What follows belongs to an exercise in optimizing a design on an open flow for small area; a production flow would make more cautious choices.
In this exercise RTL edits were held to simulation tests only and were not proved equivalent to the original.
No activity file was given, so power comes from the tool's default toggle rates.

File: design/flow/config.mk
export PLATFORM = sky130hd
export DESIGN_NAME = upcoin_top
export DESIGN_NICKNAME = upcoin_top
export VERILOG_FILES = /design/flow/design.v
export SDC_FILE = /design/flow/constraint.sdc
export NUM_CORES = 4
export LEC_CHECK = 0
export CAP_MARGIN = 20
export CORE_MARGIN = 2
export CORE_UTILIZATION = 80
export CTS_BUF_LIST = sky130_fd_sc_hd__clkbuf_16
export CTS_CLUSTER_DIAMETER = 60
export CTS_CLUSTER_SIZE = 34
export PLACE_DENSITY = 0.88
export SLEW_MARGIN = 20
File: design/flow/constraint.sdc
create_clock -name core_clock -period 10.0 [get_ports {clk}]
set_input_delay 2.0000 -clock core_clock [delete_from_list [all_inputs] [get_ports {clk}]]
set_output_delay 2.0000 -clock core_clock [all_outputs]
set_load 0.01 [all_outputs]
File: design/flow/design.v
`default_nettype none
package sha256_pkg;
  localparam int word_w = 32;
  localparam int block_w = 512;
  localparam int digest_w = 256;
  localparam int digest_words = digest_w / word_w;
  localparam int num_rounds = 64;
  localparam int sched_depth = 16;
  typedef logic [word_w-1:0] word_t;
  typedef logic [block_w-1:0] block_t;
  typedef union packed {
    logic [digest_w-1:0] flat;
    word_t [0:digest_words-1] words;
  } digest_u;
  localparam logic [digest_w-1:0] hash_init =
    256'h6a09e667bb67ae853c6ef372a54ff53a510e527f9b05688c1f83d9ab5be0cd19;
  localparam logic [num_rounds*word_w-1:0] round_k = {
    32'h428a2f98, 32'h71374491, 32'hb5c0fbcf, 32'he9b5dba5, 32'h3956c25b, 32'h59f111f1,
    32'h923f82a4, 32'hab1c5ed5, 32'hd807aa98, 32'h12835b01, 32'h243185be, 32'h550c7dc3,
    32'h72be5d74, 32'h80deb1fe, 32'h9bdc06a7, 32'hc19bf174, 32'he49b69c1, 32'hefbe4786,
    32'h0fc19dc6, 32'h240ca1cc, 32'h2de92c6f, 32'h4a7484aa, 32'h5cb0a9dc, 32'h76f988da,
    32'h983e5152, 32'ha831c66d, 32'hb00327c8, 32'hbf597fc7, 32'hc6e00bf3, 32'hd5a79147,
    32'h06ca6351, 32'h14292967, 32'h27b70a85, 32'h2e1b2138, 32'h4d2c6dfc, 32'h53380d13,
    32'h650a7354, 32'h766a0abb, 32'h81c2c92e, 32'h92722c85, 32'ha2bfe8a1, 32'ha81a664b,
    32'hc24b8b70, 32'hc76c51a3, 32'hd192e819, 32'hd6990624, 32'hf40e3585, 32'h106aa070,
    32'h19a4c116, 32'h1e376c08, 32'h2748774c, 32'h34b0bcb5, 32'h391c0cb3, 32'h4ed8aa4a,
    32'h5b9cca4f, 32'h682e6ff3, 32'h748f82ee, 32'h78a5636f, 32'h84c87814, 32'h8cc70208,
    32'h90befffa, 32'ha4506ceb, 32'hbef9a3f7, 32'hc67178f2
  };
  function automatic logic [word_w-1:0] rotr(input logic [word_w-1:0] x, input integer n);
    rotr = (x >> n) | (x << (word_w - n));
  endfunction
  function automatic logic [word_w-1:0] ch(input logic [word_w-1:0] x, input logic [word_w-1:0] y, input logic [word_w-1:0] z);
    ch = (x & y) ^ (~x & z);
  endfunction
  function automatic logic [word_w-1:0] maj(input logic [word_w-1:0] x, input logic [word_w-1:0] y, input logic [word_w-1:0] z);
    maj = (x & y) ^ (x & z) ^ (y & z);
  endfunction
  function automatic logic [word_w-1:0] big_sigma0(input logic [word_w-1:0] x);
    big_sigma0 = rotr(x, 2) ^ rotr(x, 13) ^ rotr(x, 22);
  endfunction
  function automatic logic [word_w-1:0] big_sigma1(input logic [word_w-1:0] x);
    big_sigma1 = rotr(x, 6) ^ rotr(x, 11) ^ rotr(x, 25);
  endfunction
  function automatic logic [word_w-1:0] small_sigma0(input logic [word_w-1:0] x);
    small_sigma0 = rotr(x, 7) ^ rotr(x, 18) ^ (x >> 3);
  endfunction
  function automatic logic [word_w-1:0] small_sigma1(input logic [word_w-1:0] x);
    small_sigma1 = rotr(x, 17) ^ rotr(x, 19) ^ (x >> 10);
  endfunction
  function automatic logic [2*word_w-1:0] csa(input logic [word_w-1:0] x, input logic [word_w-1:0] y, input logic [word_w-1:0] z);
    csa = {x ^ y ^ z, ((x & y) | (x & z) | (y & z)) << 1};
  endfunction
  function automatic logic [word_w-1:0] add(input logic [word_w-1:0] x, input logic [word_w-1:0] y);
    logic [word_w-1:0] gg, pp;
    gg = x & y;
    pp = x ^ y;
    for (int l = 1; l < word_w; l = l * 2) begin
      for (int i = 2 * l - 1; i < word_w; i = i + 2 * l) begin
        gg[i] = gg[i] | (pp[i] & gg[i-l]);
        pp[i] = pp[i] & pp[i-l];
      end
    end
    for (int l = word_w / 4; l >= 1; l = l / 2) begin
      for (int i = 3 * l - 1; i < word_w; i = i + 2 * l) begin
        gg[i] = gg[i] | (pp[i] & gg[i-l]);
        pp[i] = pp[i] & pp[i-l];
      end
    end
    add = x ^ y ^ {gg[word_w-2:0], 1'b0};
  endfunction
endpackage
`default_nettype wire
`default_nettype none
module sha256_k_rom(input [5:0] t, output [31:0] k);
  wire t0=t[0], t1=t[1], t2=t[2], t3=t[3], t4=t[4], t5=t[5];
  wire new_n39, new_n40, new_n41, new_n42, new_n43, new_n44, new_n45,
    new_n46, new_n47, new_n48, new_n49, new_n50, new_n51, new_n52, new_n53,
    new_n54, new_n55, new_n56, new_n57, new_n58, new_n59, new_n60, new_n61,
    new_n62, new_n63, new_n64, new_n65, new_n66, new_n67, new_n68, new_n69,
    new_n70, new_n71, new_n72, new_n73, new_n74, new_n75, new_n76, new_n77,
    new_n78, new_n79, new_n80, new_n81, new_n82, new_n84, new_n85, new_n86,
    new_n87, new_n88, new_n89, new_n90, new_n91, new_n92, new_n93, new_n94,
    new_n95, new_n96, new_n97, new_n98, new_n99, new_n100, new_n101,
    new_n102, new_n103, new_n104, new_n105, new_n106, new_n107, new_n108,
    new_n109, new_n110, new_n111, new_n112, new_n113, new_n114, new_n116,
    new_n117, new_n118, new_n119, new_n120, new_n121, new_n122, new_n123,
    new_n124, new_n125, new_n126, new_n127, new_n128, new_n129, new_n130,
    new_n131, new_n132, new_n133, new_n134, new_n135, new_n136, new_n137,
    new_n138, new_n139, new_n140, new_n141, new_n142, new_n143, new_n145,
    new_n146, new_n147, new_n148, new_n149, new_n150, new_n151, new_n152,
    new_n153, new_n154, new_n155, new_n156, new_n157, new_n158, new_n159,
    new_n160, new_n161, new_n162, new_n163, new_n164, new_n165, new_n167,
    new_n168, new_n169, new_n170, new_n171, new_n172, new_n173, new_n174,
    new_n175, new_n176, new_n177, new_n178, new_n179, new_n180, new_n181,
    new_n182, new_n183, new_n184, new_n185, new_n186, new_n187, new_n189,
    new_n190, new_n191, new_n192, new_n193, new_n194, new_n195, new_n196,
    new_n197, new_n198, new_n199, new_n200, new_n201, new_n202, new_n203,
    new_n204, new_n206, new_n207, new_n208, new_n209, new_n210, new_n211,
    new_n212, new_n213, new_n214, new_n215, new_n216, new_n217, new_n218,
    new_n219, new_n220, new_n221, new_n222, new_n223, new_n224, new_n226,
    new_n227, new_n228, new_n229, new_n230, new_n231, new_n232, new_n233,
    new_n234, new_n235, new_n236, new_n237, new_n238, new_n239, new_n240,
    new_n241, new_n242, new_n243, new_n245, new_n246, new_n247, new_n248,
    new_n249, new_n250, new_n251, new_n252, new_n253, new_n254, new_n255,
    new_n256, new_n257, new_n258, new_n259, new_n260, new_n261, new_n262,
    new_n263, new_n264, new_n265, new_n267, new_n268, new_n269, new_n270,
    new_n271, new_n272, new_n273, new_n274, new_n275, new_n276, new_n277,
    new_n278, new_n279, new_n280, new_n281, new_n283, new_n284, new_n285,
    new_n286, new_n287, new_n288, new_n289, new_n290, new_n291, new_n292,
    new_n293, new_n294, new_n295, new_n296, new_n297, new_n298, new_n300,
    new_n301, new_n302, new_n303, new_n304, new_n305, new_n306, new_n307,
    new_n308, new_n309, new_n310, new_n311, new_n312, new_n313, new_n314,
    new_n316, new_n317, new_n318, new_n319, new_n320, new_n321, new_n322,
    new_n323, new_n324, new_n325, new_n326, new_n327, new_n328, new_n329,
    new_n330, new_n331, new_n333, new_n334, new_n335, new_n336, new_n337,
    new_n338, new_n339, new_n340, new_n341, new_n342, new_n343, new_n344,
    new_n345, new_n346, new_n347, new_n348, new_n349, new_n351, new_n352,
    new_n353, new_n354, new_n355, new_n356, new_n357, new_n358, new_n359,
    new_n360, new_n361, new_n362, new_n363, new_n364, new_n366, new_n367,
    new_n368, new_n369, new_n370, new_n371, new_n372, new_n373, new_n374,
    new_n375, new_n376, new_n377, new_n378, new_n379, new_n381, new_n382,
    new_n383, new_n384, new_n385, new_n386, new_n387, new_n388, new_n389,
    new_n390, new_n391, new_n392, new_n393, new_n394, new_n395, new_n396,
    new_n398, new_n399, new_n400, new_n401, new_n402, new_n403, new_n404,
    new_n405, new_n406, new_n407, new_n408, new_n409, new_n410, new_n411,
    new_n413, new_n414, new_n415, new_n416, new_n417, new_n418, new_n419,
    new_n420, new_n421, new_n422, new_n423, new_n424, new_n425, new_n426,
    new_n428, new_n429, new_n430, new_n431, new_n432, new_n433, new_n434,
    new_n435, new_n436, new_n437, new_n438, new_n439, new_n440, new_n441,
    new_n442, new_n443, new_n444, new_n446, new_n447, new_n448, new_n449,
    new_n450, new_n451, new_n452, new_n453, new_n454, new_n455, new_n456,
    new_n458, new_n459, new_n460, new_n461, new_n462, new_n463, new_n464,
    new_n465, new_n466, new_n467, new_n468, new_n469, new_n470, new_n471,
    new_n473, new_n474, new_n475, new_n476, new_n477, new_n478, new_n479,
    new_n480, new_n481, new_n482, new_n483, new_n484, new_n485, new_n486,
    new_n487, new_n489, new_n490, new_n491, new_n492, new_n493, new_n494,
    new_n495, new_n496, new_n497, new_n498, new_n499, new_n500, new_n502,
    new_n503, new_n504, new_n505, new_n506, new_n507, new_n508, new_n509,
    new_n510, new_n511, new_n513, new_n514, new_n515, new_n516, new_n517,
    new_n518, new_n519, new_n521, new_n522, new_n523, new_n524, new_n525,
    new_n526, new_n527, new_n528, new_n529, new_n530, new_n531, new_n533,
    new_n534, new_n535, new_n536, new_n537, new_n538, new_n539, new_n540,
    new_n541, new_n542, new_n543, new_n544, new_n546, new_n547, new_n548,
    new_n549, new_n550, new_n551, new_n552, new_n553, new_n555, new_n556,
    new_n557, new_n558, new_n559, new_n560, new_n561, new_n562, new_n563,
    new_n564, new_n565, new_n567, new_n568, new_n569, new_n570, new_n571,
    new_n572, new_n573, new_n574, new_n575, new_n576, new_n577, new_n578,
    new_n580, new_n581, new_n582, new_n583, new_n584, new_n585, new_n586,
    new_n587, new_n588, new_n589;
  assign new_n39 = t1  & t2 ;
  assign new_n40 = ~t1  & ~t2 ;
  assign new_n41 = ~new_n39 & ~new_n40;
  assign new_n42 = ~t0  & ~new_n41;
  assign new_n43 = ~t3  & ~new_n42;
  assign new_n44 = t0  & ~t2 ;
  assign new_n45 = t3  & new_n44;
  assign new_n46 = t0  & t2 ;
  assign new_n47 = t3  & ~new_n46;
  assign new_n48 = ~t0  & ~t2 ;
  assign new_n49 = t1  & ~new_n48;
  assign new_n50 = new_n47 & new_n49;
  assign new_n51 = ~new_n45 & ~new_n50;
  assign new_n52 = ~t4  & new_n51;
  assign new_n53 = ~new_n43 & new_n52;
  assign new_n54 = t2  & t3 ;
  assign new_n55 = t4  & ~new_n54;
  assign new_n56 = ~t1  & ~t3 ;
  assign new_n57 = ~t0  & new_n56;
  assign new_n58 = t0  & t3 ;
  assign new_n59 = ~new_n57 & ~new_n58;
  assign new_n60 = new_n55 & new_n59;
  assign new_n61 = ~t5  & ~new_n60;
  assign new_n62 = ~new_n53 & new_n61;
  assign new_n63 = t0  & ~t1 ;
  assign new_n64 = ~t0  & t1 ;
  assign new_n65 = ~new_n63 & ~new_n64;
  assign new_n66 = ~t2  & ~new_n65;
  assign new_n67 = ~t0  & t2 ;
  assign new_n68 = ~t3  & ~new_n67;
  assign new_n69 = ~new_n66 & new_n68;
  assign new_n70 = t1  & new_n48;
  assign new_n71 = new_n47 & ~new_n70;
  assign new_n72 = ~t4  & ~new_n71;
  assign new_n73 = ~new_n69 & new_n72;
  assign new_n74 = ~t3  & ~new_n63;
  assign new_n75 = ~new_n48 & new_n74;
  assign new_n76 = t1  & ~t2 ;
  assign new_n77 = t3  & ~new_n76;
  assign new_n78 = ~new_n65 & new_n77;
  assign new_n79 = t4  & ~new_n78;
  assign new_n80 = ~new_n75 & new_n79;
  assign new_n81 = t5  & ~new_n80;
  assign new_n82 = ~new_n73 & new_n81;
  assign k[0]  = new_n62 | new_n82;
  assign new_n84 = ~t2  & new_n65;
  assign new_n85 = new_n68 & ~new_n84;
  assign new_n86 = ~t5  & ~new_n85;
  assign new_n87 = ~t1  & t2 ;
  assign new_n88 = t3  & ~new_n67;
  assign new_n89 = new_n65 & new_n88;
  assign new_n90 = ~new_n87 & ~new_n89;
  assign new_n91 = new_n86 & new_n90;
  assign new_n92 = t5  & ~new_n77;
  assign new_n93 = ~new_n44 & ~new_n76;
  assign new_n94 = new_n92 & ~new_n93;
  assign new_n95 = ~new_n91 & ~new_n94;
  assign new_n96 = t4  & ~new_n95;
  assign new_n97 = ~t4  & ~t5 ;
  assign new_n98 = t2  & ~t3 ;
  assign new_n99 = ~t1  & ~new_n46;
  assign new_n100 = ~new_n98 & new_n99;
  assign new_n101 = ~t0  & t3 ;
  assign new_n102 = new_n39 & ~new_n101;
  assign new_n103 = t0  & ~t3 ;
  assign new_n104 = ~new_n102 & ~new_n103;
  assign new_n105 = ~new_n100 & new_n104;
  assign new_n106 = new_n97 & ~new_n105;
  assign new_n107 = t2  & ~new_n65;
  assign new_n108 = ~new_n44 & ~new_n107;
  assign new_n109 = ~t3  & ~new_n108;
  assign new_n110 = ~new_n66 & new_n109;
  assign new_n111 = ~t4  & t5 ;
  assign new_n112 = ~new_n45 & new_n111;
  assign new_n113 = ~new_n110 & new_n112;
  assign new_n114 = ~new_n106 & ~new_n113;
  assign k[1]  = ~new_n96 & new_n114;
  assign new_n116 = t1  & t3 ;
  assign new_n117 = ~new_n54 & ~new_n116;
  assign new_n118 = new_n65 & ~new_n117;
  assign new_n119 = t4  & ~new_n118;
  assign new_n120 = t0  & t4 ;
  assign new_n121 = new_n56 & new_n120;
  assign new_n122 = t2  & ~new_n64;
  assign new_n123 = ~new_n121 & ~new_n122;
  assign new_n124 = new_n119 & new_n123;
  assign new_n125 = ~new_n39 & new_n103;
  assign new_n126 = ~t3  & ~new_n125;
  assign new_n127 = new_n54 & ~new_n65;
  assign new_n128 = ~new_n126 & ~new_n127;
  assign new_n129 = ~t4  & ~new_n128;
  assign new_n130 = t5  & ~new_n129;
  assign new_n131 = ~new_n124 & new_n130;
  assign new_n132 = ~t1  & new_n48;
  assign new_n133 = ~t3  & ~new_n132;
  assign new_n134 = ~new_n46 & new_n133;
  assign new_n135 = t4  & ~t5 ;
  assign new_n136 = ~new_n58 & new_n135;
  assign new_n137 = ~new_n134 & new_n136;
  assign new_n138 = ~new_n44 & ~new_n117;
  assign new_n139 = t1  & ~t3 ;
  assign new_n140 = ~t5  & ~new_n139;
  assign new_n141 = ~t4  & new_n140;
  assign new_n142 = ~new_n138 & new_n141;
  assign new_n143 = ~new_n137 & ~new_n142;
  assign k[2]  = ~new_n131 & new_n143;
  assign new_n145 = t3  & ~new_n39;
  assign new_n146 = t4  & ~new_n70;
  assign new_n147 = new_n145 & new_n146;
  assign new_n148 = ~t3  & ~new_n65;
  assign new_n149 = t5  & ~new_n148;
  assign new_n150 = ~new_n44 & ~new_n67;
  assign new_n151 = ~t1  & t3 ;
  assign new_n152 = ~new_n150 & new_n151;
  assign new_n153 = new_n149 & ~new_n152;
  assign new_n154 = ~new_n147 & new_n153;
  assign new_n155 = t3  & new_n66;
  assign new_n156 = ~t3  & ~new_n48;
  assign new_n157 = ~new_n40 & new_n156;
  assign new_n158 = new_n135 & ~new_n157;
  assign new_n159 = ~new_n155 & new_n158;
  assign new_n160 = new_n145 & new_n150;
  assign new_n161 = ~t0  & ~t3 ;
  assign new_n162 = ~new_n39 & new_n161;
  assign new_n163 = new_n97 & ~new_n162;
  assign new_n164 = ~new_n160 & new_n163;
  assign new_n165 = ~new_n159 & ~new_n164;
  assign k[3]  = ~new_n154 & new_n165;
  assign new_n167 = ~t2  & t3 ;
  assign new_n168 = ~new_n64 & new_n167;
  assign new_n169 = t4  & ~new_n168;
  assign new_n170 = t3  & new_n63;
  assign new_n171 = ~new_n148 & ~new_n170;
  assign new_n172 = new_n169 & new_n171;
  assign new_n173 = ~new_n39 & new_n58;
  assign new_n174 = t2  & new_n139;
  assign new_n175 = ~t4  & ~new_n174;
  assign new_n176 = ~new_n173 & new_n175;
  assign new_n177 = ~new_n42 & new_n176;
  assign new_n178 = t5  & ~new_n177;
  assign new_n179 = ~new_n172 & new_n178;
  assign new_n180 = ~new_n46 & new_n139;
  assign new_n181 = new_n52 & ~new_n180;
  assign new_n182 = t4  & ~new_n76;
  assign new_n183 = ~t3  & ~new_n39;
  assign new_n184 = ~new_n58 & ~new_n183;
  assign new_n185 = new_n182 & new_n184;
  assign new_n186 = ~t5  & ~new_n185;
  assign new_n187 = ~new_n181 & new_n186;
  assign k[4]  = ~new_n179 & ~new_n187;
  assign new_n189 = ~t5  & ~new_n138;
  assign new_n190 = ~new_n110 & new_n189;
  assign new_n191 = ~t2  & new_n63;
  assign new_n192 = new_n88 & ~new_n191;
  assign new_n193 = new_n149 & ~new_n192;
  assign new_n194 = ~t4  & ~new_n193;
  assign new_n195 = ~new_n190 & new_n194;
  assign new_n196 = ~new_n48 & new_n77;
  assign new_n197 = ~new_n107 & new_n196;
  assign new_n198 = t2  & new_n56;
  assign new_n199 = ~t5  & ~new_n198;
  assign new_n200 = ~new_n197 & new_n199;
  assign new_n201 = new_n65 & new_n156;
  assign new_n202 = new_n92 & ~new_n201;
  assign new_n203 = t4  & ~new_n202;
  assign new_n204 = ~new_n200 & new_n203;
  assign k[5]  = new_n195 | new_n204;
  assign new_n206 = ~new_n70 & ~new_n87;
  assign new_n207 = ~new_n46 & new_n206;
  assign new_n208 = ~t3  & ~new_n207;
  assign new_n209 = ~new_n64 & ~new_n117;
  assign new_n210 = ~t4  & ~new_n209;
  assign new_n211 = ~new_n208 & new_n210;
  assign new_n212 = ~new_n121 & ~new_n211;
  assign new_n213 = ~t5  & ~new_n212;
  assign new_n214 = t4  & t5 ;
  assign new_n215 = ~t3  & ~new_n99;
  assign new_n216 = ~new_n44 & new_n215;
  assign new_n217 = new_n214 & ~new_n216;
  assign new_n218 = ~new_n77 & new_n217;
  assign new_n219 = ~new_n39 & ~new_n66;
  assign new_n220 = new_n88 & ~new_n219;
  assign new_n221 = ~new_n40 & new_n162;
  assign new_n222 = new_n111 & ~new_n221;
  assign new_n223 = ~new_n220 & new_n222;
  assign new_n224 = ~new_n218 & ~new_n223;
  assign k[6]  = ~new_n213 & new_n224;
  assign new_n226 = t2  & ~new_n59;
  assign new_n227 = new_n87 & new_n161;
  assign new_n228 = ~t4  & ~new_n227;
  assign new_n229 = new_n77 & ~new_n122;
  assign new_n230 = ~new_n228 & ~new_n229;
  assign new_n231 = ~new_n226 & new_n230;
  assign new_n232 = ~new_n197 & new_n228;
  assign new_n233 = ~t5  & ~new_n232;
  assign new_n234 = ~new_n231 & new_n233;
  assign new_n235 = ~new_n84 & ~new_n107;
  assign new_n236 = new_n47 & ~new_n235;
  assign new_n237 = t5  & ~new_n236;
  assign new_n238 = ~new_n44 & new_n68;
  assign new_n239 = ~t4  & ~new_n238;
  assign new_n240 = new_n237 & new_n239;
  assign new_n241 = ~new_n45 & ~new_n202;
  assign new_n242 = new_n214 & ~new_n241;
  assign new_n243 = ~new_n240 & ~new_n242;
  assign k[7]  = ~new_n234 & new_n243;
  assign new_n245 = ~t3  & new_n48;
  assign new_n246 = ~new_n76 & ~new_n245;
  assign new_n247 = ~t1  & new_n54;
  assign new_n248 = ~new_n58 & ~new_n247;
  assign new_n249 = t0  & new_n87;
  assign new_n250 = new_n248 & ~new_n249;
  assign new_n251 = new_n246 & new_n250;
  assign new_n252 = ~new_n55 & ~new_n251;
  assign new_n253 = t4  & ~new_n170;
  assign new_n254 = ~new_n122 & new_n253;
  assign new_n255 = ~t5  & ~new_n254;
  assign new_n256 = ~new_n252 & new_n255;
  assign new_n257 = t1  & new_n47;
  assign new_n258 = ~new_n134 & ~new_n257;
  assign new_n259 = ~t4  & ~new_n258;
  assign new_n260 = t4  & ~new_n192;
  assign new_n261 = t1  & new_n46;
  assign new_n262 = new_n156 & ~new_n261;
  assign new_n263 = new_n260 & ~new_n262;
  assign new_n264 = t5  & ~new_n263;
  assign new_n265 = ~new_n259 & new_n264;
  assign k[8]  = ~new_n256 & ~new_n265;
  assign new_n267 = ~t4  & ~new_n229;
  assign new_n268 = ~new_n74 & new_n267;
  assign new_n269 = ~new_n40 & new_n47;
  assign new_n270 = t4  & ~new_n191;
  assign new_n271 = ~new_n269 & new_n270;
  assign new_n272 = ~new_n268 & ~new_n271;
  assign new_n273 = ~t5  & ~new_n272;
  assign new_n274 = ~new_n71 & new_n217;
  assign new_n275 = ~new_n41 & new_n103;
  assign new_n276 = ~t1  & ~new_n101;
  assign new_n277 = ~new_n275 & new_n276;
  assign new_n278 = new_n64 & new_n167;
  assign new_n279 = new_n111 & ~new_n278;
  assign new_n280 = ~new_n277 & new_n279;
  assign new_n281 = ~new_n274 & ~new_n280;
  assign k[9]  = ~new_n273 & new_n281;
  assign new_n283 = t1  & new_n68;
  assign new_n284 = ~t4  & ~new_n283;
  assign new_n285 = ~new_n78 & new_n284;
  assign new_n286 = new_n43 & ~new_n249;
  assign new_n287 = t4  & ~new_n247;
  assign new_n288 = ~new_n286 & new_n287;
  assign new_n289 = ~new_n285 & ~new_n288;
  assign new_n290 = t5  & ~new_n289;
  assign new_n291 = t3  & ~new_n93;
  assign new_n292 = new_n135 & ~new_n291;
  assign new_n293 = ~new_n84 & new_n183;
  assign new_n294 = new_n292 & ~new_n293;
  assign new_n295 = ~new_n41 & new_n68;
  assign new_n296 = new_n97 & ~new_n269;
  assign new_n297 = ~new_n295 & new_n296;
  assign new_n298 = ~new_n294 & ~new_n297;
  assign k[10]  = ~new_n290 & new_n298;
  assign new_n300 = new_n71 & ~new_n87;
  assign new_n301 = ~new_n245 & ~new_n300;
  assign new_n302 = t4  & ~new_n301;
  assign new_n303 = ~new_n48 & new_n116;
  assign new_n304 = ~new_n191 & ~new_n303;
  assign new_n305 = ~new_n226 & new_n304;
  assign new_n306 = ~t4  & ~new_n305;
  assign new_n307 = t5  & ~new_n306;
  assign new_n308 = ~new_n302 & new_n307;
  assign new_n309 = new_n119 & ~new_n126;
  assign new_n310 = new_n47 & ~new_n64;
  assign new_n311 = ~new_n245 & ~new_n310;
  assign new_n312 = new_n284 & new_n311;
  assign new_n313 = ~t5  & ~new_n312;
  assign new_n314 = ~new_n309 & new_n313;
  assign k[11]  = new_n308 | new_n314;
  assign new_n316 = ~t2  & new_n139;
  assign new_n317 = t4  & ~new_n316;
  assign new_n318 = t3  & new_n108;
  assign new_n319 = ~new_n40 & new_n318;
  assign new_n320 = new_n317 & ~new_n319;
  assign new_n321 = ~new_n50 & new_n228;
  assign new_n322 = t5  & ~new_n321;
  assign new_n323 = ~new_n320 & new_n322;
  assign new_n324 = new_n88 & new_n219;
  assign new_n325 = ~new_n120 & ~new_n317;
  assign new_n326 = ~new_n324 & ~new_n325;
  assign new_n327 = ~new_n40 & new_n125;
  assign new_n328 = new_n284 & ~new_n327;
  assign new_n329 = new_n248 & new_n328;
  assign new_n330 = ~t5  & ~new_n329;
  assign new_n331 = ~new_n326 & new_n330;
  assign k[12]  = new_n323 | new_n331;
  assign new_n333 = ~t3  & ~new_n235;
  assign new_n334 = new_n41 & new_n88;
  assign new_n335 = ~new_n333 & ~new_n334;
  assign new_n336 = ~t4  & ~new_n335;
  assign new_n337 = ~t2  & ~new_n139;
  assign new_n338 = ~new_n161 & ~new_n337;
  assign new_n339 = ~new_n63 & new_n146;
  assign new_n340 = ~new_n338 & new_n339;
  assign new_n341 = ~new_n336 & ~new_n340;
  assign new_n342 = t5  & ~new_n341;
  assign new_n343 = t4  & ~new_n151;
  assign new_n344 = ~new_n85 & new_n343;
  assign new_n345 = new_n47 & ~new_n84;
  assign new_n346 = ~t4  & ~new_n156;
  assign new_n347 = ~new_n345 & new_n346;
  assign new_n348 = ~t5  & ~new_n347;
  assign new_n349 = ~new_n344 & new_n348;
  assign k[13]  = ~new_n342 & ~new_n349;
  assign new_n351 = new_n41 & new_n156;
  assign new_n352 = new_n237 & ~new_n351;
  assign new_n353 = new_n140 & new_n207;
  assign new_n354 = t4  & ~new_n353;
  assign new_n355 = ~new_n352 & new_n354;
  assign new_n356 = ~new_n40 & new_n161;
  assign new_n357 = ~t4  & ~new_n356;
  assign new_n358 = t5  & ~new_n310;
  assign new_n359 = new_n357 & new_n358;
  assign new_n360 = ~new_n47 & ~new_n49;
  assign new_n361 = ~new_n248 & ~new_n360;
  assign new_n362 = new_n97 & ~new_n361;
  assign new_n363 = ~new_n286 & new_n362;
  assign new_n364 = ~new_n359 & ~new_n363;
  assign k[14]  = ~new_n355 & new_n364;
  assign new_n366 = ~t0  & new_n174;
  assign new_n367 = ~t4  & ~new_n366;
  assign new_n368 = ~new_n318 & new_n367;
  assign new_n369 = ~t0  & new_n77;
  assign new_n370 = t4  & ~new_n369;
  assign new_n371 = ~new_n333 & new_n370;
  assign new_n372 = ~new_n368 & ~new_n371;
  assign new_n373 = t5  & ~new_n372;
  assign new_n374 = ~new_n215 & new_n253;
  assign new_n375 = t3  & new_n150;
  assign new_n376 = ~new_n180 & new_n357;
  assign new_n377 = ~new_n375 & new_n376;
  assign new_n378 = ~new_n374 & ~new_n377;
  assign new_n379 = ~t5  & ~new_n378;
  assign k[15]  = ~new_n373 & ~new_n379;
  assign new_n381 = t3  & new_n39;
  assign new_n382 = ~new_n183 & ~new_n381;
  assign new_n383 = ~new_n40 & new_n382;
  assign new_n384 = t0  & ~new_n383;
  assign new_n385 = new_n184 & ~new_n338;
  assign new_n386 = ~new_n384 & ~new_n385;
  assign new_n387 = ~t4  & ~new_n386;
  assign new_n388 = ~new_n109 & new_n370;
  assign new_n389 = ~t5  & ~new_n388;
  assign new_n390 = ~new_n387 & new_n389;
  assign new_n391 = ~t2  & new_n56;
  assign new_n392 = new_n111 & ~new_n391;
  assign new_n393 = ~new_n160 & new_n392;
  assign new_n394 = t5  & new_n169;
  assign new_n395 = new_n304 & new_n394;
  assign new_n396 = ~new_n393 & ~new_n395;
  assign k[16]  = ~new_n390 & new_n396;
  assign new_n398 = ~new_n257 & new_n328;
  assign new_n399 = ~new_n98 & new_n317;
  assign new_n400 = ~new_n361 & new_n399;
  assign new_n401 = ~new_n398 & ~new_n400;
  assign new_n402 = ~t5  & ~new_n401;
  assign new_n403 = ~t4  & ~new_n101;
  assign new_n404 = new_n150 & new_n151;
  assign new_n405 = ~new_n76 & ~new_n404;
  assign new_n406 = new_n403 & ~new_n405;
  assign new_n407 = new_n47 & new_n65;
  assign new_n408 = t4  & ~new_n275;
  assign new_n409 = ~new_n407 & new_n408;
  assign new_n410 = t5  & ~new_n409;
  assign new_n411 = ~new_n406 & new_n410;
  assign k[17]  = new_n402 | new_n411;
  assign new_n413 = ~t4  & ~new_n245;
  assign new_n414 = new_n237 & new_n413;
  assign new_n415 = new_n68 & ~new_n275;
  assign new_n416 = ~new_n44 & new_n415;
  assign new_n417 = ~new_n220 & ~new_n416;
  assign new_n418 = new_n97 & ~new_n417;
  assign new_n419 = ~new_n125 & new_n135;
  assign new_n420 = ~new_n404 & new_n419;
  assign new_n421 = ~t3  & ~new_n76;
  assign new_n422 = ~new_n63 & new_n421;
  assign new_n423 = new_n270 & ~new_n422;
  assign new_n424 = new_n358 & new_n423;
  assign new_n425 = ~new_n420 & ~new_n424;
  assign new_n426 = ~new_n418 & new_n425;
  assign k[18]  = ~new_n414 & new_n426;
  assign new_n428 = new_n90 & new_n93;
  assign new_n429 = ~new_n152 & ~new_n428;
  assign new_n430 = new_n267 & ~new_n429;
  assign new_n431 = t4  & ~new_n184;
  assign new_n432 = ~t3  & ~new_n206;
  assign new_n433 = new_n431 & ~new_n432;
  assign new_n434 = ~new_n430 & ~new_n433;
  assign new_n435 = t5  & ~new_n434;
  assign new_n436 = ~new_n201 & ~new_n391;
  assign new_n437 = new_n135 & ~new_n303;
  assign new_n438 = ~new_n89 & new_n437;
  assign new_n439 = new_n436 & new_n438;
  assign new_n440 = ~new_n133 & ~new_n167;
  assign new_n441 = ~new_n39 & new_n97;
  assign new_n442 = ~new_n303 & new_n441;
  assign new_n443 = ~new_n440 & new_n442;
  assign new_n444 = ~new_n439 & ~new_n443;
  assign k[19]  = ~new_n435 & new_n444;
  assign new_n446 = ~new_n138 & new_n346;
  assign new_n447 = ~new_n227 & new_n421;
  assign new_n448 = new_n169 & ~new_n447;
  assign new_n449 = ~t5  & ~new_n448;
  assign new_n450 = ~new_n446 & new_n449;
  assign new_n451 = new_n68 & new_n206;
  assign new_n452 = ~t4  & ~new_n151;
  assign new_n453 = ~new_n451 & new_n452;
  assign new_n454 = new_n55 & ~new_n262;
  assign new_n455 = t5  & ~new_n454;
  assign new_n456 = ~new_n453 & new_n455;
  assign k[20]  = new_n450 | new_n456;
  assign new_n458 = ~t4  & ~new_n41;
  assign new_n459 = ~new_n403 & ~new_n458;
  assign new_n460 = ~new_n109 & ~new_n459;
  assign new_n461 = ~new_n71 & new_n246;
  assign new_n462 = new_n343 & ~new_n461;
  assign new_n463 = ~new_n460 & ~new_n462;
  assign new_n464 = ~t5  & ~new_n463;
  assign new_n465 = ~new_n89 & ~new_n316;
  assign new_n466 = new_n239 & new_n465;
  assign new_n467 = ~new_n152 & ~new_n381;
  assign new_n468 = t4  & ~new_n451;
  assign new_n469 = new_n467 & new_n468;
  assign new_n470 = ~new_n466 & ~new_n469;
  assign new_n471 = t5  & ~new_n470;
  assign k[21]  = ~new_n464 & ~new_n471;
  assign new_n473 = ~new_n117 & ~new_n150;
  assign new_n474 = t4  & ~new_n473;
  assign new_n475 = ~new_n208 & new_n474;
  assign new_n476 = ~t4  & ~new_n127;
  assign new_n477 = ~new_n432 & new_n476;
  assign new_n478 = ~t5  & ~new_n477;
  assign new_n479 = ~new_n475 & new_n478;
  assign new_n480 = ~new_n99 & ~new_n139;
  assign new_n481 = new_n146 & ~new_n480;
  assign new_n482 = new_n98 & ~new_n99;
  assign new_n483 = ~new_n67 & new_n116;
  assign new_n484 = ~t4  & ~new_n483;
  assign new_n485 = ~new_n482 & new_n484;
  assign new_n486 = t5  & ~new_n485;
  assign new_n487 = ~new_n481 & new_n486;
  assign k[22]  = new_n479 | new_n487;
  assign new_n489 = t4  & ~new_n47;
  assign new_n490 = ~new_n333 & new_n489;
  assign new_n491 = ~new_n132 & ~new_n247;
  assign new_n492 = new_n367 & new_n491;
  assign new_n493 = t5  & ~new_n492;
  assign new_n494 = ~new_n490 & new_n493;
  assign new_n495 = ~t4  & ~new_n196;
  assign new_n496 = ~new_n415 & new_n495;
  assign new_n497 = ~new_n88 & ~new_n327;
  assign new_n498 = new_n287 & ~new_n497;
  assign new_n499 = ~t5  & ~new_n498;
  assign new_n500 = ~new_n496 & new_n499;
  assign k[23]  = new_n494 | new_n500;
  assign new_n502 = ~new_n43 & ~new_n303;
  assign new_n503 = new_n97 & ~new_n502;
  assign new_n504 = ~new_n69 & new_n431;
  assign new_n505 = new_n467 & new_n504;
  assign new_n506 = ~t5  & ~new_n505;
  assign new_n507 = ~t4  & new_n41;
  assign new_n508 = ~new_n150 & new_n507;
  assign new_n509 = t5  & ~new_n161;
  assign new_n510 = ~new_n508 & new_n509;
  assign new_n511 = ~new_n506 & ~new_n510;
  assign k[24]  = new_n503 | new_n511;
  assign new_n513 = new_n357 & new_n467;
  assign new_n514 = new_n149 & ~new_n381;
  assign new_n515 = ~new_n111 & ~new_n514;
  assign new_n516 = ~new_n513 & ~new_n515;
  assign new_n517 = new_n97 & new_n429;
  assign new_n518 = new_n86 & new_n474;
  assign new_n519 = ~new_n517 & ~new_n518;
  assign k[25]  = ~new_n516 & new_n519;
  assign new_n521 = new_n76 & new_n346;
  assign new_n522 = ~new_n139 & ~new_n209;
  assign new_n523 = ~new_n497 & new_n522;
  assign new_n524 = t4  & ~new_n523;
  assign new_n525 = ~new_n521 & ~new_n524;
  assign new_n526 = ~t5  & ~new_n525;
  assign new_n527 = ~new_n50 & ~new_n360;
  assign new_n528 = new_n111 & ~new_n527;
  assign new_n529 = ~new_n152 & new_n214;
  assign new_n530 = ~new_n422 & new_n529;
  assign new_n531 = ~new_n528 & ~new_n530;
  assign k[26]  = new_n526 | ~new_n531;
  assign new_n533 = new_n51 & ~new_n421;
  assign new_n534 = t4  & ~new_n533;
  assign new_n535 = new_n66 & new_n403;
  assign new_n536 = ~new_n534 & ~new_n535;
  assign new_n537 = t5  & ~new_n536;
  assign new_n538 = ~new_n403 & ~new_n507;
  assign new_n539 = ~new_n198 & ~new_n201;
  assign new_n540 = ~new_n538 & new_n539;
  assign new_n541 = ~new_n148 & ~new_n198;
  assign new_n542 = new_n169 & new_n541;
  assign new_n543 = ~t5  & ~new_n542;
  assign new_n544 = ~new_n540 & new_n543;
  assign k[27]  = new_n537 | new_n544;
  assign new_n546 = ~new_n174 & new_n260;
  assign new_n547 = new_n72 & new_n541;
  assign new_n548 = ~new_n546 & ~new_n547;
  assign new_n549 = ~t5  & ~new_n548;
  assign new_n550 = ~new_n182 & ~new_n338;
  assign new_n551 = t2  & new_n120;
  assign new_n552 = ~new_n550 & ~new_n551;
  assign new_n553 = t5  & ~new_n552;
  assign k[28]  = ~new_n549 & ~new_n553;
  assign new_n555 = ~new_n286 & ~new_n459;
  assign new_n556 = new_n292 & new_n436;
  assign new_n557 = ~new_n555 & ~new_n556;
  assign new_n558 = ~t5  & ~new_n557;
  assign new_n559 = new_n67 & ~new_n116;
  assign new_n560 = ~new_n267 & ~new_n559;
  assign new_n561 = ~new_n56 & ~new_n560;
  assign new_n562 = ~new_n67 & ~new_n139;
  assign new_n563 = new_n343 & new_n562;
  assign new_n564 = ~new_n561 & ~new_n563;
  assign new_n565 = t5  & ~new_n564;
  assign k[29]  = ~new_n558 & ~new_n565;
  assign new_n567 = ~new_n257 & new_n458;
  assign new_n568 = ~new_n41 & new_n88;
  assign new_n569 = t4  & ~new_n482;
  assign new_n570 = ~new_n568 & new_n569;
  assign new_n571 = ~new_n567 & ~new_n570;
  assign new_n572 = t5  & ~new_n571;
  assign new_n573 = new_n287 & ~new_n447;
  assign new_n574 = new_n65 & ~new_n156;
  assign new_n575 = ~t4  & ~new_n125;
  assign new_n576 = ~new_n574 & new_n575;
  assign new_n577 = ~new_n573 & ~new_n576;
  assign new_n578 = ~t5  & ~new_n577;
  assign k[30]  = ~new_n572 & ~new_n578;
  assign new_n580 = ~new_n382 & new_n403;
  assign new_n581 = t4  & new_n117;
  assign new_n582 = t5  & ~new_n581;
  assign new_n583 = ~new_n580 & new_n582;
  assign new_n584 = ~t1  & ~new_n88;
  assign new_n585 = ~new_n291 & ~new_n584;
  assign new_n586 = ~t4  & ~new_n585;
  assign new_n587 = ~new_n337 & new_n343;
  assign new_n588 = ~t5  & ~new_n587;
  assign new_n589 = ~new_n586 & new_n588;
  assign k[31]  = new_n583 | new_n589;
endmodule
`default_nettype wire
`default_nettype none
module upcoin_top (
  input  logic clk,
  input  logic block_load,
  input  logic sck,
  input  logic sdi,
  output logic sdo,
  output logic done
);
  logic        sck_s1, sck_s2;
  logic        sdi_s1;
  logic        sck_rise, sck_fall;
  logic [3:0]  p;          
  logic        run;        
  logic [2:0]  rev;        
  logic [8:0]  cnt;        
  logic [1:0]  pc;         
  logic [2:0]  pb;         
  logic        nb;         
  logic [7:0]  kn;
  logic        nb_d;
  sha256_pkg::word_t win [0:15];
  sha256_pkg::word_t a, b, c, d, e, f, g, h;
  assign sck_rise = sck_s1 & ~sck_s2;
  assign sck_fall = ~sck_s1 & sck_s2;
  always_ff @(posedge clk or negedge block_load) begin
    if (!block_load) begin
      sck_s1 <= 1'b0;
      sck_s2 <= 1'b0;
    end else begin
      sck_s1 <= sck;
      sck_s2 <= sck_s1;
    end
  end
  logic round, sched, fin, init;
  logic ins, ins_last, accept;
  logic [1:0] pc_left;
  logic [9:0] cnt_next;
  assign init  = ~run & ~done;
  assign round = run & ~rev[2];
  assign sched = round & (rev[1:0] != 2'd3);
  assign fin   = run & rev[2] & ~p[3];
  assign accept   = sck_rise & ~((cnt[8:5] == 4'd15) & ({1'b0, cnt[4:0]} + {4'd0, pc} >= 6'd32));
  assign ins      = init & (p == cnt[8:5]) & pc[1];
  assign cnt_next = {1'b0, cnt} + {8'd0, ins, done & sck_fall};
  assign ins_last = ins & cnt_next[9];
  assign pc_left  = ins ? {1'b0, pc[0]} : pc;
  always_ff @(posedge clk or negedge block_load) begin
    if (!block_load) begin
      p    <= '0;
      run  <= 1'b0;
      rev  <= '0;
      cnt  <= '0;
      pc   <= '0;
      done <= 1'b0;
      sdo  <= 1'b0;
    end else begin
      p   <= p + 4'd1;
      cnt <= cnt_next[8:0];
      pc  <= pc_left + {1'b0, accept};
      if (ins_last) run <= 1'b1;
      if (run) begin
        if (p == 4'd15) rev <= rev + 3'd1;
        if (rev[2] && p == 4'd8) begin
          run  <= 1'b0;
          done <= 1'b1;
          sdo  <= a[31];
        end
      end
      if (done && sck_fall) sdo <= nb_d;
    end
  end
  always_ff @(posedge clk) begin
    sdi_s1 <= sdi;
    nb     <= nb_d;
    if (ins) pb[0] <= pb[2];
    if (accept) pb[pc_left] <= sdi_s1;
  end
  assign kn   = cnt[7:0] + 8'd1;
  assign nb_d = (p[2:0] + kn[7:5] == 3'd0) ? a[~kn[4:0]] : nb;
  sha256_pkg::word_t next_word, ins_word, win_in;
  sha256_pkg::word_t n1, n2, n3, n4;
  assign {n1, n2}  = sha256_pkg::csa(sha256_pkg::small_sigma1(win[14]), win[9], sha256_pkg::small_sigma0(win[1]));
  assign {n3, n4}  = sha256_pkg::csa(n1, n2, win[0]);
  assign next_word = sha256_pkg::add(n3, n4);
  assign ins_word  = {win[0][29:0], pb[0], pb[1]};
  assign win_in    = sched ? next_word : (ins ? ins_word : win[0]);
  always_ff @(posedge clk) begin
    for (int i = 0; i < 15; i++) win[i] <= win[i+1];
    win[15] <= win_in;
  end
  sha256_pkg::word_t kc, dg, u1, v1, m1, m2, q1, q2, e1, e2, a1, a2, a3, a4;
  sha256_pkg::word_t a_rnd, a_in, e_in;
  sha256_pkg::word_t kt;
  logic [2:0] hi;
  sha256_k_rom k_rom_i (.t({rev[1:0], p}), .k(kt));
  assign hi = 3'd3 - p[2:0];
  always_comb begin
    if (round)            kc = kt;
    else if (init || fin) kc = sha256_pkg::hash_init[32*(3'd7 - hi) +: 32];
    else                  kc = '0;
  end
  assign dg = init ? '0 : d;
  assign {u1, v1} = sha256_pkg::csa(sha256_pkg::big_sigma1(e), sha256_pkg::ch(e, f, g), win[0]);
  assign {m1, m2} = sha256_pkg::csa(h, u1, v1);
  assign {q1, q2} = sha256_pkg::csa(m1 & {32{round}}, m2 & {32{round}}, kc);
  assign {e1, e2} = sha256_pkg::csa(dg, q1, q2);
  assign {a1, a2} = sha256_pkg::csa(q1, q2, sha256_pkg::big_sigma0(a));
  assign {a3, a4} = sha256_pkg::csa(a1, a2, sha256_pkg::maj(a, b, c));
  assign e_in  = sha256_pkg::add(e1, e2);
  assign a_rnd = sha256_pkg::add(a3, a4);
  assign a_in  = round ? a_rnd : h;
  always_ff @(posedge clk) begin
    a <= a_in;
    b <= a;
    c <= b;
    d <= c;
    e <= e_in;
    f <= e;
    g <= f;
    h <= g;
  end
endmodule
`default_nettype wire
File: design/flow/flow/run.sh
#!/bin/bash
set -euo pipefail
cd "$(dirname "$0")/.."
export CTS_ARGS="-sink_clustering_enable -repair_clock_nets -dont_use_dummy_load -buf_list sky130_fd_sc_hd__clkbuf_16 -sink_clustering_size 34 -sink_clustering_max_diameter 60"
bash standard.sh > standard_flow.log 2>&1
File: design/flow/standard.sh
#!/bin/bash
# synth_recipe.tcl (not shown) runs the flow's synth.tcl, then flattens the netlist and writes it again
# the make line also repeats each setting of config.mk as NAME=value (left out here)
make -C /OpenROAD-flow-scripts/flow DESIGN_CONFIG=/design/flow/config.mk WORK_HOME=/design/flow/orfs CLKGATE_MAP_FILE= SYNTH_SCRIPT=/design/flow/synth_recipe.tcl "${@:-finish}"
==> results of run 1 <==
synth_stat cells (all sizes together) (6+ instances only):
cell      n
mux2i    36
a21o     42
nand2   203
dfxtp   771
fa      289
a32oi     6
nor2    116
a21oi   121
buf      19
inv     244
and2     32
o21ai   146
nand2b   44
mux4     10
o311ai    9
o211ai   17
clkbuf   87
ha      129
nand3    21
a31oi    16
mux2      8
o21a     15
nor2b     7
o22ai    10
o221ai   14
dfrtp    23
xor2    114
a211oi   18
nor3     16
o21bai    6
xnor2   216
nand4    10
maj3     21
power by group through the flow:
stage	combinational, mW	clock (mW)	sequential [mW]
2_1_floorplan	0.0633	0	3.28
3_3_place_gp	0.0785	0	3.29
3_5_place_dp	0.0918	0	3.30
4_1_cts	0.0949	1.67	3.23
metal layers:
metal / overflow / global-route usage [%]
met5: 0 / 23.0
met4: 18 / 62.0
met3: 1 / 48.7
met2: 13 / 85.5
met1: 0 / 67.4
metrics by stage:
| step | setup slack, ns | instances |
|---|---|---|
| 2_1_floorplan | 3.00 | 2915 |
| 3_3_place_gp | 2.16 | 3384 |
| 3_5_place_dp | 1.86 | 3384 |
| 4_1_cts | 1.50 | 3423 |
cell families after synthesis:
logic type      count (synthesis)  share of synthesized area [%]
flops                         796                           47.7
mux                            54                           2.09
buf+inv                       353                           3.99
xor+xnor                      330                           8.58
compound gates                465                           8.57
simple gates                  478                           6.46
fa+ha+maj                     439                           22.6
worst max-delay path by stage:
| stage | from | to | cells past startpoint |
|---|---|---|---|
| 2_1_floorplan | p[2] | a[31] | 31 |
| 3_3_place_gp | p[2] | a[31] | 29 |
| 3_5_place_dp | p[1] | a[31] | 31 |
| 4_1_cts | p[1] | a[31] | 31 |
==> flow_summary.toml, run 1 <==
[status]
status = "aborted with a tool error"
stop_stage = "global routing (5_1_grt)"
tool.error = "[ERROR GRT-0116] Global routing finished with congestion. Check the congestion regions in the DRC Viewer."

[logic_synthesis]
synthFlopType = "dfxtp_1"
synth_area_sq_um = 33700
ys_top_cells_by_area = "dfxtp_1 (46%), fa_1 (17%), xnor2_1 (5.6%)"
synth_nets = 3337
netlist.area_leader.share_pct = 45.8
synth_cell_types = 71
syn_inst = 2915
ys_ff_latch = 796
yosysWarnings = 2
synth_top_area_cell = "dfxtp_1"
synth_area_per_cell_sq_um = 11.6
yosysSeqAreaShare_pct = 47.7
synth-async-reset-ratio_pct = 2.89
synth-edff-count = 2

[clock_network]
cts_resized = 0
ctsHoldBuffers = 0
clk_path_buf_depth = 3
htreeDepth = 2
cts_buffers = 39
cts_root_buf = "clkbuf_16"
clock_sinks = 796
post_cts_buffers = 0

[grt]
overflow = 32
grt_first_pass_wirelength_um = 204000
grt_use_total_pct = 66.4
grt_max_degree = 65
grt_pass1_vias = 29400

[placed_design]
io_buffers = 5
gp_congestion = 1.10
dpl.hpwl_um = 84500
place_area_sq_um = 34300

[floorplanning]
die_h_um = 209
num_rows = 75
start_util_pct = 80.7
die_w_um = 209
ioPinCount = 6
==> run 2, diff against run 1 <==
==> design/flow/flow/run.sh (replaced) <==
#!/bin/bash
set -euo pipefail
cd "$(dirname "$0")/.."
export CTS_ARGS="-sink_clustering_enable -repair_clock_nets -dont_use_dummy_load -buf_list sky130_fd_sc_hd__clkbuf_8 -sink_clustering_size 18 -sink_clustering_max_diameter 50"
bash standard.sh > standard_flow.log 2>&1
--- a/design/flow/config.mk
+++ b/design/flow/config.mk
@@ -10,5 +10,5 @@
 export CORE_UTILIZATION = 80
-export CTS_BUF_LIST = sky130_fd_sc_hd__clkbuf_16
-export CTS_CLUSTER_DIAMETER = 60
-export CTS_CLUSTER_SIZE = 34
+export CTS_BUF_LIST = sky130_fd_sc_hd__clkbuf_8
+export CTS_CLUSTER_DIAMETER = 50
+export CTS_CLUSTER_SIZE = 18
 export PLACE_DENSITY = 0.88
==> flow_summary.toml, run 2 <==
[logic_synthesis]
synth_area_sq_um = 33700
synth_nets = 3337
yosys.area_share.simple_pct = 6.46
yosysSeqAreaShare_pct = 47.7
synth_area_per_cell_sq_um = 11.6
ys_ff_latch = 796
synth_fa_ha_area_share_pct = 22.6
netlist.area_leader.share_pct = 45.8
ys_top_cells_by_area = "dfxtp_1 (46%), fa_1 (17%), xnor2_1 (5.6%)"
synth-async-reset-ratio_pct = 2.89
muxShareOfSynthArea_pct = 2.09
synth_top_area_cell = "dfxtp_1"
synthFlopType = "dfxtp_1"
synth-edff-count = 2
synth_compound_area_share_pct = 8.57
synth_most_common_cell = "dfxtp_1"
synth-xor-area-share_pct = 8.58
syn_inst = 2915
synth_common_cells = "dfxtp_1 (771), fa_1 (289), inv_1 (244)"
synth_cell_types = 71
synth_top_family_by_area = "adder cells"
yosysWarnings = 2

[clock_network]
post_cts_buffers = 0
cts_buffers = 57
htreeDepth = 2
clk_path_buf_depth = 3
cts_resized = 0
ctsHoldBuffers = 0
clock_sinks = 796
cts_root_buf = "clkbuf_8"

[placed_design]
io_buffers = 5
dpl.hpwl_um = 84500
gp_congestion = 1.10
place_area_sq_um = 34300

[grt]
grt_first_pass_wirelength_um = 199000
grt_max_degree = 65
overflow = 11
grt_use_total_pct = 64.6
grt_pass1_vias = 29100

[status]
status = "aborted with a tool error"
tool.error = "[ERROR GRT-0116] Global routing finished with congestion. Check the congestion regions in the DRC Viewer."
stop_stage = "global routing (5_1_grt)"

[floorplanning]
ioPinCount = 6
die_h_um = 209
die_w_um = 209
start_util_pct = 80.7
num_rows = 75
## run 2: per-stage QoR
step	hold slack [ns]	setup slack (ns)	std cells
floorplan	0.310	3.00	2915
global placement	0.309	2.16	3384
detailed placement	0.312	1.86	3384
CTS	0.264	1.71	3441
## run 2: cells by family after synthesis
family,after synthesis
adders and majority gates,439
AOI/OAI and AO/OA,465
muxes,54
buffers and inverters,353
and+or+nand+nor,478
xor gates and xnor gates,330
DFF,796
## run 2: routing by layer
metal | track usage (%) | overflow
met5 | 17.6 | 0
met2 | 84.4 | 5
met4 | 58.6 | 6
met1 | 66.1 | 0
met3 | 46.6 | 0
## run 2: power groups by stage
stage | sequential, mW | combinational [mW] | clock (mW)
2_1_floorplan | 3.28 | 0.0633 | 0
3_3_place_gp | 3.29 | 0.0785 | 0
3_5_place_dp | 3.30 | 0.0918 | 0
4_1_cts | 3.23 | 0.0928 | 1.47
## run 2: worst max path at each step
| stage | from | end | slack (ns) | depth (start not counted) |
|---|---|---|---|---|
| 2_1_floorplan | p[2] | a[31] | 3.00 | 31 |
| 3_3_place_gp | p[2] | a[31] | 2.16 | 29 |
| 3_5_place_dp | p[1] | a[31] | 1.86 | 31 |
| 4_1_cts | p[0] | a[31] | 1.71 | 28 |
==> run 3, diff against run 2 <==
--- a/design/flow/design.v
+++ b/design/flow/design.v
@@ -723,3 +723,2 @@
   logic        nb;         
-  logic [7:0]  kn;
   logic        nb_d;
@@ -742,2 +741,3 @@
   logic [9:0] cnt_next;
+  logic       finish, pre_finish;
   assign init  = ~run & ~done;
@@ -748,3 +748,5 @@
   assign ins      = init & (p == cnt[8:5]) & pc[1];
-  assign cnt_next = {1'b0, cnt} + {8'd0, ins, done & sck_fall};
+  assign finish     = run & rev[2] & (p == 4'd8);
+  assign pre_finish = run & rev[2] & (p == 4'd7);
+  assign cnt_next   = {1'b0, cnt} + {8'd0, ins, (done & sck_fall) | pre_finish};
   assign ins_last = ins & cnt_next[9];
@@ -767,3 +769,3 @@
         if (p == 4'd15) rev <= rev + 3'd1;
-        if (rev[2] && p == 4'd8) begin
+        if (finish) begin
           run  <= 1'b0;
@@ -782,4 +784,3 @@
   end
-  assign kn   = cnt[7:0] + 8'd1;
-  assign nb_d = (p[2:0] + kn[7:5] == 3'd0) ? a[~kn[4:0]] : nb;
+  assign nb_d = (p[2:0] + cnt[7:5] == 3'd0) ? a[~cnt[4:0]] : nb;
   sha256_pkg::word_t next_word, ins_word, win_in;
==> design/flow/flow/run.sh (replaced) <==
#!/bin/bash
set -euo pipefail
cd "$(dirname "$0")/.."
export CTS_ARGS="-sink_clustering_enable -repair_clock_nets -dont_use_dummy_load -buf_list sky130_fd_sc_hd__clkbuf_16 -sink_clustering_size 30 -sink_clustering_max_diameter 80"
bash standard.sh > standard_flow.log 2>&1
--- a/design/flow/config.mk
+++ b/design/flow/config.mk
@@ -9,7 +9,6 @@
 export CORE_MARGIN = 2
-export CORE_UTILIZATION = 80
-export CTS_BUF_LIST = sky130_fd_sc_hd__clkbuf_8
-export CTS_CLUSTER_DIAMETER = 50
-export CTS_CLUSTER_SIZE = 18
-export PLACE_DENSITY = 0.88
+export CORE_UTILIZATION = 65
+export CTS_BUF_LIST = sky130_fd_sc_hd__clkbuf_16
+export CTS_CLUSTER_DIAMETER = 80
+export CTS_CLUSTER_SIZE = 30
 export SLEW_MARGIN = 20
==> flow_summary.toml, run 3 <==
[status]
status = "timing/DRC/antenna clean"

[logic_synthesis]
netlist.area_leader.share_pct = 46.0
synthFlopType = "dfxtp_1"
ys_top_cells_by_area = "dfxtp_1 (46%), fa_1 (17%), xnor2_1 (5.5%)"
yosysWarnings = 2
synth_cell_types = 74
synth_most_common_cell = "dfxtp_1"
synth_nets = 3312
synth_top_area_cell = "dfxtp_1"
synth-edff-count = 2
synth_area_per_cell_sq_um = 11.6
syn_inst = 2890
yosysSeqAreaShare_pct = 47.9
synth_common_cells = "dfxtp_1 (771), fa_1 (289), inv_1 (242)"
synth_area_sq_um = 33500
synth-async-reset-ratio_pct = 2.89
ys_ff_latch = 796

[detailed_routing]
finalWirelength_um = 100000
drc = 0
viasPerCell = 6.19
wire_per_inst_um = 28.2
dr.pass1.iters = 5
vias = 22000
drtIter0Drc = 2476
ant_nets = 0

[floorplanning]
num_rows = 83
coreArea_sq_um = 51200
die_w_um = 231
dieArea_sq_um = 53400
die_h_um = 231
start_util_pct = 65.5
ioPinCount = 6

[timing]
final.setup.worst_slack_ns = 1.65
slew_viol_final = 0
hold_viol_final = 0
finalSetupViolCount = 0
finalSetupTns_ns = 0
fin_skew_ns = 0.105
worst_pin_slew_ns = 0.947
post-route-period-util_pct = 83.5
rsz0062_at_grt = "false"
fin_crit_ns = 8.35
slew_headroom_pct = 36.4
fmax_ghz = 0.120

[layout]
top_register = "win"
final_util_pct = 68.9
final_cell_mix = "dfxtp_1 (771), fa_1 (289), inv_1 (242)"
final_area_sq_um = 35300
layout.area.seq_sq_um = 16100
syn_to_final_growth_pct = 5.16
layout_commonest_cell = "dfxtp_1"
largest_reg_flops = 512
multi_input_area_sq_um = 16200
drive_gt1_share_pct = 3.73
fillers = 3509
fin_nets = 3290

[placed_design]
gp_congestion = 0.999
dp_worst_setup_slack_ns = 1.87
dpl.hpwl_um = 75800
place_area_sq_um = 34300
io_buffers = 5

[setup_path]
crit_arrival_ns = 8.82
path_delay_family = "adder cells"
crit_fanout = 15
ff2ff_setup_slack_ns = 1.65
crit_required_ns = 10.48
crit_path_frequent_cell = "fa_1"
end_kind = "flip-flop"
startpoint_type = "flip-flop"
path_buf_inv = 4
crit_path_top_delay_cell = "ha_1"
cp_slowest_stage_delay_ns = 0.81
crit_type = "flip-flop to flip-flop"

[grt]
grt_use_total_pct = 38.3
grt_antenna_before_repair = 4
overflow = 0
grt_pass1_vias = 22900
grt_first_pass_wirelength_um = 149000
grt_max_degree = 65

[clock_network]
clk_path_buf_depth = 3
cts_root_buf = "clkbuf_16"
cts_tree = "built"
cts.clk_slew.worst_paths_ns = 0.11
post_cts_buffers = 0
clk_latency_ns = 0.62
cts_buffers = 37
clock_sinks = 796
ctsHoldBuffers = 0
htreeDepth = 2
cts_resized = 0

[power]
power.density_nw_per_um2 = 140
ir_worst_vdd_mv = 0.207
p_leak_nw = 15.3

[worst_hold_path]
hold_class = "flip-flop to flip-flop"

[flow_run]
drv_cap = 0
run 3: cell count changes after synthesis, moves of 7 or more:
cell,before,now
nand2_1,202,193
nor2_1,116,106
mux4_1,7,0
a31oi_1,16,7
nor3_1,16,23
o21ai_0,142,149
mux4_2,3,11
a21oi_1,121,131
o21a_1,15,6
run 3: per-layer routing:
metal / global-route usage (%) / up-vias / wire length (um)
li1: - / 9328 / -
met1: 51.5 / 11000 / 39800
met2: 58.1 / 1304 / 43700
met3: 9.01 / 359 / 10200
met4: 19.9 / 2 / 6260
met5: 0 / - / 18
run 3: kinds of logic (layout without fill, tap and decap cells):
group / Yosys count / in the layout / share of synthesized area [%]
flip-flops: 796 / 796 / 47.9
AO/OA/AOI/OAI: 477 / 477 / 8.92
AND/OR/NAND/NOR: 457 / 457 / 6.15
adder cells (fa/ha/maj): 439 / 439 / 22.7
buffers and inverters: 347 / 323 / 3.90
XOR/XNOR: 322 / 322 / 8.41
multiplexers: 52 / 52 / 1.99
other: 0 / 2 / 0
run 3: worst paths after layout:
kind / cells after the start / from / endpoint
max in group asynchronous: 1 / block_load / p[3]
hold reg to reg: 0 / b[1] / c[1]
setup / recovery: 29 / p[0] / a[31]
min in group asynchronous: 1 / block_load / run
hold / removal: 0 / b[1] / c[1]
setup reg to reg: 29 / p[0] / a[31]
run 3: final cells by class:
class / instances / area share (%)
tap: 680 / 2.41
inverter: 245 / 2.61
sequential: 796 / 45.6
timing repair buffer: 41 / 0.884
multi-input combinational: 1747 / 45.9
clock buffer: 37 / 2.63
antenna: 2 / 0.0142
run 3: power by group:
part	switching (mW)	internal, mW	leakage, nW
logic	0.0375	0.0350	8.22
clock network	0.961	0.667	0.456
registers	0.0384	3.20	6.63
total	1.04	3.90	15.3
run 3: through the flow:
step | power [mW] | instances | hold WS, ns
after global placement | 3.36 | 3508 | 0.310
final | 4.94 | 3548 | 0.280
after global routing | 5.05 | 3547 | 0.286
after floorplan | 3.34 | 2890 | 0.310
after CTS | 4.94 | 3546 | 0.280
after detailed placement | 3.37 | 3509 | 0.312
==> run 4, diff against run 3 <==
==> design/flow/flow/run.sh (replaced) <==
#!/bin/bash
set -euo pipefail
cd "$(dirname "$0")/.."
export CTS_ARGS="-sink_clustering_enable -repair_clock_nets -dont_use_dummy_load -buf_list sky130_fd_sc_hd__clkbuf_16 -sink_clustering_size 26 -sink_clustering_max_diameter 80"
bash standard.sh > standard_flow.log 2>&1
--- a/design/flow/config.mk
+++ b/design/flow/config.mk
@@ -12,3 +12,3 @@
 export CTS_CLUSTER_DIAMETER = 80
-export CTS_CLUSTER_SIZE = 30
+export CTS_CLUSTER_SIZE = 26
 export SLEW_MARGIN = 20
==> flow_summary.toml, run 4 <==
[status]
status = "timing/DRC/antenna clean"

[detailed_routing]
drc = 0
viasPerCell = 6.18
ant_nets = 0
vias = 22000
wire_per_inst_um = 28.2
dr.pass1.iters = 6
drtIter0Drc = 2601
finalWirelength_um = 100000

[layout]
top_register = "win"
syn_to_final_growth_pct = 5.37
final_cell_mix = "dfxtp_1 (771), fa_1 (289), inv_1 (242)"
drive_gt1_share_pct = 3.83
layout_commonest_cell = "dfxtp_1"
fin_nets = 3293
largest_reg_flops = 512
fillers = 3508
final_area_sq_um = 35300

[clock_network]
cts_resized = 0
cts.clk_slew.worst_paths_ns = 0.10
clk_path_buf_depth = 3
htreeDepth = 2
cts_tree = "built"
post_cts_buffers = 0
cts_root_buf = "clkbuf_16"
clk_latency_ns = 0.61
cts_buffers = 40
clock_sinks = 796
ctsHoldBuffers = 0

[logic_synthesis]
synth_area_per_cell_sq_um = 11.6
synth_fa_ha_area_share_pct = 22.7
synthFlopType = "dfxtp_1"
synth_area_sq_um = 33500
ys_top_cells_by_area = "dfxtp_1 (46%), fa_1 (17%), xnor2_1 (5.5%)"
synth_nets = 3312
syn_inst = 2890
synth_top_family_by_area = "adder cells"
yosys.area_share.simple_pct = 6.15
synth_common_cells = "dfxtp_1 (771), fa_1 (289), inv_1 (242)"
yosysWarnings = 2
synth_cell_types = 74
synth_compound_area_share_pct = 8.92
muxShareOfSynthArea_pct = 1.99
yosysSeqAreaShare_pct = 47.9
synth_top_area_cell = "dfxtp_1"
ys_ff_latch = 796
synth-async-reset-ratio_pct = 2.89
netlist.area_leader.share_pct = 46.0
synth-edff-count = 2
synth_most_common_cell = "dfxtp_1"
synth-xor-area-share_pct = 8.41

[grt]
grt_pass1_vias = 23000
grt_first_pass_wirelength_um = 149000
grt_use_total_pct = 38.3
grt_antenna_before_repair = 3
grt_max_degree = 65
overflow = 0

[power]
comb_power_share_pct = 1.5
pwr-share-clk_pct = 33.8
p_int_mw = 3.95
sw_frac_of_total_pct = 20.9
ir_worst_vdd_mv = 0.186
power.density_nw_per_um2 = 141
p_leak_nw = 15.3
p_switching_mw = 1.05
p_seq_share_pct = 64.8

[setup_path]
path_buf_inv = 3
startpoint_type = "flip-flop"
crit_path_frequent_cell = "fa_1"
crit_required_ns = 10.44
crit_fanout = 15
path_delay_family = "adder cells"
end_kind = "flip-flop"
crit_type = "flip-flop to flip-flop"
cp_slowest_stage_delay_ns = 0.80
crit_path_top_delay_cell = "ha_1"
crit_arrival_ns = 8.82

[timing]
hold_viol_final = 0
fmax_ghz = 0.119
fin_crit_ns = 8.38
fin_skew_ns = 0.0995
slew_headroom_pct = 34.7
finalSetupViolCount = 0
worst_pin_slew_ns = 0.972
rsz0062_at_grt = "false"
post-route-period-util_pct = 83.8
slew_viol_final = 0
finalSetupTns_ns = 0

[floorplanning]
coreArea_sq_um = 51200
die_w_um = 231
dieArea_sq_um = 53400
num_rows = 83
die_h_um = 231
ioPinCount = 6
start_util_pct = 65.5

[worst_hold_path]
hold_class = "flip-flop to flip-flop"

[placed_design]
io_buffers = 5
dpl.hpwl_um = 75800
place_area_sq_um = 34300
gp_congestion = 0.999

[flow_run]
drv_cap = 0
==> run 4: cell counts after synthesis <==
No cell type changed its count.
==> run 4: cell families after synthesis <==
| group | count (synthesis) |
|---|---|
| buffers and inverters | 347 |
| flip-flops | 796 |
| adder cells (fa/ha/maj) | 439 |
| AO/OA/AOI/OAI | 477 |
| AND/OR/NAND/NOR | 457 |
| XOR/XNOR | 322 |
| multiplexers | 52 |
==> run 4: metal layers <==
layer  vias to the layer above  wire length, um  GRT usage [%]
met2                      1298            44500           59.1
li1                       9318                -              -
met1                     11000            39600           51.9
met5                         -                0              0
met4                         0             5580           18.0
met3                       336            10400           8.60
==> run 4: final cells by class <==
cell class                      instances  area (sq um)  area share (%)
Antenna cell                            1          2.50         0.00708
Clock buffer                           40          1000            2.83
Inverter                              245           920            2.60
Multi-Input combinational cell       1747         16200            45.8
Sequential cell                       796         16100            45.5
Tap cell                              680           851            2.41
Timing Repair Buffer                   41           312           0.882
==> run 4: path summary, 6_finish.rpt <==
| check | startpoint | end | slack [ns] | cells past startpoint |
|---|---|---|---|---|
| min in group asynchronous | block_load | cnt[8] | 1.40 | 1 |
| min | b[6] | c[6] | 0.28 | 0 |
| max in group asynchronous | block_load | p[3] | 8.16 | 1 |
| max | p[0] | a[31] | 1.62 | 27 |
| min reg2reg | b[6] | c[6] | 0.28 | 0 |
| max reg2reg | p[0] | a[31] | 1.62 | 27 |
==> run 4: worst reg2reg max path, delay by kind of cell (launching register included) <==
kind / cells / cell delay, ns
buffers and inverters: 3 / 0.78
AO/OA/AOI/OAI: 11 / 2.84
XOR/XNOR: 4 / 0.67
AND/OR/NAND/NOR: 2 / 0.31
adder cells (fa/ha/maj): 7 / 3.35
flip-flops: 1 / 0.35
==> run 4: power by group through the flow <==
stage / clock, mW / sequential [mW] / combinational (mW)
2_1_floorplan: 0 / 3.28 / 0.0544
3_3_place_gp: 0 / 3.30 / 0.0604
3_5_place_dp: 0 / 3.31 / 0.0674
4_1_cts: 1.70 / 3.23 / 0.0704
5_1_grt: 1.79 / 3.24 / 0.0768
6_report: 1.69 / 3.24 / 0.0728
==> run 4: through the flow <==
| step | util, % | cells | total power [mW] | hold slack [ns] | worst slack (ns) |
|---|---|---|---|---|---|
| floorplan | - | 2890 | 3.34 | 0.310 | 2.88 |
| global placement | 67.0 | 3508 | 3.36 | 0.310 | 1.72 |
| detailed placement | 67.1 | 3509 | 3.37 | 0.312 | 1.87 |
| CTS | 69.0 | 3549 | 5.00 | 0.289 | 1.83 |
| global route | 69.0 | 3549 | 5.11 | 0.293 | 1.23 |
| finish | 69.0 | 3550 | 4.99 | 0.284 | 1.62 |

afterwards: timing with drivers on the ports:
No port has a modelled driver above. Below, the same layouts with a new extraction and two added sets of constraints. Step 1 sets driving cells, clkbuf_16 on the clock port and buf_2 on the other inputs (assumed; they add their load-dependent delay and slew). Step 2 also shifts input and output timing later by t, the mid clock arrival at the registers, as if the neighbouring blocks saw the same clock. Three values: ideal, step 1, step 2; two values: the first two.
| run | t, ns | slack for setup (ns) | hold WS [ns] | worst setup path after step 2 | slew at the worst register clock pin (ns) |
|---|---|---|---|---|---|
| run 3 | 0.627 | 1.652 / 1.652 / 1.652 | 0.280 / 0.280 / 0.280 | register to register | 0.12 / 0.12 |
| run 4 | 0.631 | 1.624 / 1.624 / 1.624 | 0.284 / 0.284 / 0.284 | register to register | 0.10 / 0.10 |
After both steps every run listed still meets setup and hold.
